Source: an optimization exercise on an open RTL-to-GDS flow (aim: small area). Production flows keep margins and buffers that such runs may drop. Function was checked by simulation only, so behaviour that the tests miss may differ from the original. Power figures rest on the tool's default switching activity, not on a simulated workload.

==> flow/design.v (excerpt) <==
module mips_pipe_top (
   input  logic        clk,
   input  logic        rst_b,
   output logic [29:0] inst_addr,
   input  logic [31:0] inst,
   output logic [29:0] mem_addr,
   output logic [31:0] store_data,
   input  logic [31:0] load_data,
   output logic [3:0]  mem_write_en
);
clock: 6.5 ns
lec_check: 0
cap_margin: 20
core_margin: 2
core_utilization: 50
cts_cluster_diameter: 100
cts_cluster_size: 25
setup_slack_margin: 0.15
slew_margin: 20
synth_hierarchical: 1
standard.sh (not shown) runs the stock make flow with config.mk's settings and CLKGATE_MAP_FILE= SYNTH_SCRIPT=/design/flow/synth_recipe.tcl, a recipe that flattens the netlist after the stock synthesis.
==> flow/flow/run.sh <==
#!/bin/bash
# The standard layout (standard.sh, its synthesis unchanged) with two
# changes: the port buffers use the smallest buffer cell, and the clock
# tree is built without dummy loads.  The make output goes to
# standard_flow.log here; each ORFS step keeps its own log under orfs/logs.
set -euo pipefail
bash standard.sh \
   "BUFFER_PORTS_ARGS=-buffer_cell sky130_fd_sc_hd__buf_1" \
   "CTS_ARGS=-sink_clustering_enable -repair_clock_nets -sink_clustering_size 25 -sink_clustering_max_diameter 100 -dont_use_dummy_load" \
   finish > standard_flow.log 2>&1
==> next run, changes <==
==> flow/flow/run.sh (replaced) <==
#!/bin/bash
# The standard layout (standard.sh, its synthesis unchanged) with three
# changes: the port buffers use the smallest buffer cell, the clock tree
# is built without dummy loads, and after global routing gates off the
# critical paths are downsized (ORFS's power recovery).  The make output
# goes to standard_flow.log here; each ORFS step keeps its own log under
# orfs/logs.
set -euo pipefail
bash standard.sh \
   "BUFFER_PORTS_ARGS=-buffer_cell sky130_fd_sc_hd__buf_1" \
   "CTS_ARGS=-sink_clustering_enable -repair_clock_nets -sink_clustering_size 25 -sink_clustering_max_diameter 100 -dont_use_dummy_load" \
   "RECOVER_POWER=100" \
   finish > standard_flow.log 2>&1
- CORE_UTILIZATION: 50 -> 55
This time the run completed, yet does not pass: max-capacitance violations, max-slew violations.
Cell count decreases by a few percent.
Utilization is higher by 4.7 points.
Combinational power shrinks by a few percent.
Power hardly moves.
Non-clock buffer count drops by 38.
Cell area drops slightly.

Setup of T:
mips_pipe_top, a different RTL version from the one above (not shown whole).
Size: about 3000 cells after synthesis, roughly 1200 flip-flops, ~160 I/O pins, ~49000 µm² of cells after synthesis.
## mips_pipe_top
module mips_pipe_top (
   input  logic        clk,
   input  logic        rst_b,
   output logic [29:0] inst_addr,
   input  logic [31:0] inst,
   output logic [29:0] mem_addr,
   output logic [31:0] store_data,
   input  logic [31:0] load_data,
   output logic [3:0]  mem_write_en
);
==> flow/config.mk <==
export PLATFORM = sky130hd
export DESIGN_NAME = mips_pipe_top
export DESIGN_NICKNAME = mips_pipe_top
export VERILOG_FILES = /design/flow/design.v
export SDC_FILE = /design/flow/constraint.sdc
export NUM_CORES = 4
export LEC_CHECK = 0
export CAP_MARGIN = 20
export CORE_MARGIN = 2
export CORE_UTILIZATION = 50
export CTS_CLUSTER_DIAMETER = 100
export CTS_CLUSTER_SIZE = 25
export PLACE_DENSITY = 0.8
export SETUP_SLACK_MARGIN = 0.15
export SLEW_MARGIN = 20
export SYNTH_HIERARCHICAL = 1
==> flow/constraint.sdc <==
create_clock -name core_clock -period 6.5 [get_ports {clk}]
set_input_delay 1.3000 -clock core_clock [delete_from_list [all_inputs] [get_ports {clk}]]
set_output_delay 1.3000 -clock core_clock [all_outputs]
set_load 0.01 [all_outputs]
==> flow/flow/run.sh <==
#!/bin/bash
# The standard layout (standard.sh, its synthesis unchanged) with two
# changes: the port buffers use the smallest buffer cell, and the clock
# tree is built without dummy loads.  The make output goes to
# standard_flow.log here; each ORFS step keeps its own log under orfs/logs.
set -euo pipefail
bash standard.sh \
   "BUFFER_PORTS_ARGS=-buffer_cell sky130_fd_sc_hd__buf_1" \
   "CTS_ARGS=-sink_clustering_enable -repair_clock_nets -sink_clustering_size 25 -sink_clustering_max_diameter 100 -dont_use_dummy_load" \
   finish > standard_flow.log 2>&1
T finished every step from synthesis to the final layout, and the layout passed the timing, design-rule and antenna checks.
Changes in Q relative to T:
# T
export LEC_CHECK = 0
export CAP_MARGIN = 20
export CORE_MARGIN = 2
export CORE_UTILIZATION = 50
export CTS_CLUSTER_DIAMETER = 100
export CTS_CLUSTER_SIZE = 25
export PLACE_DENSITY = 0.8
export SETUP_SLACK_MARGIN = 0.15
export SLEW_MARGIN = 20
export SYNTH_HIERARCHICAL = 1
create_clock -name core_clock -period 6.5 [get_ports {clk}]
# Q
export LEC_CHECK = 0
export CAP_MARGIN = 20
export CORE_MARGIN = 2
export CORE_UTILIZATION = 50
export CTS_BUF_LIST = sky130_fd_sc_hd__clkbuf_8
export CTS_CLUSTER_DIAMETER = 60
export CTS_CLUSTER_SIZE = 18
export PLACE_DENSITY = 0.8
export SETUP_SLACK_MARGIN = 0.15
export SLEW_MARGIN = 20
export SYNTH_HIERARCHICAL = 1
create_clock -name core_clock -period 6.5 [get_ports {clk}]
--- a/flow/flow/run.sh
+++ b/flow/flow/run.sh
@@ -9 +9 @@
-   "CTS_ARGS=-sink_clustering_enable -repair_clock_nets -sink_clustering_size 25 -sink_clustering_max_diameter 100 -dont_use_dummy_load" \
+   "CTS_ARGS=-sink_clustering_enable -repair_clock_nets -sink_clustering_size 18 -sink_clustering_max_diameter 60 -dont_use_dummy_load -buf_list sky130_fd_sc_hd__clkbuf_8" \
Results
- Per the comparison of Q with T, instance count on the critical path moved up; total non-filler cell area in the finished layout moved down.
- Per the comparison of Q with T, total power moved down, wire length level.
- Q against T: number of ordinary and repair buffers in the finished layout lower; static leakage about even; met2 routing resource usage after global routing shrank by 0.27 points; relative contribution of the clock network to total power now sits lower.
- Q reports a higher maximum frequency than T does.

separate check: timing with driven ports:
How much do the figures lean on ideal ports? The routed layouts below were timed once more, with nothing changed but the port constraints. Step 1 sets driving cells, clkbuf_16 on the clock port and buf_2 on the other inputs (assumed; they add their load-dependent delay and slew). Step 2, shift: input delay + t, output delay - t, t = (earliest + latest rising clock arrival at the registers) / 2. This alone moves slack from input paths to output paths. Three values: no drivers, after step 1, after step 2; two values: the first two.
run	shift t [ns]	setup slack, ns	worst hold slack (ns)
the first run of note 1	0.769	0.184 / 0.184 / 0.184	0.334 / 0.334 / 0.334
the second run of note 1	0.759	0.225 / 0.225 / 0.225	0.327 / 0.327 / 0.327
T	0.726	0.148 / 0.148 / 0.148	0.333 / 0.333 / 0.333
Q	0.795	0.191 / 0.191 / 0.191	0.333 / 0.333 / 0.333
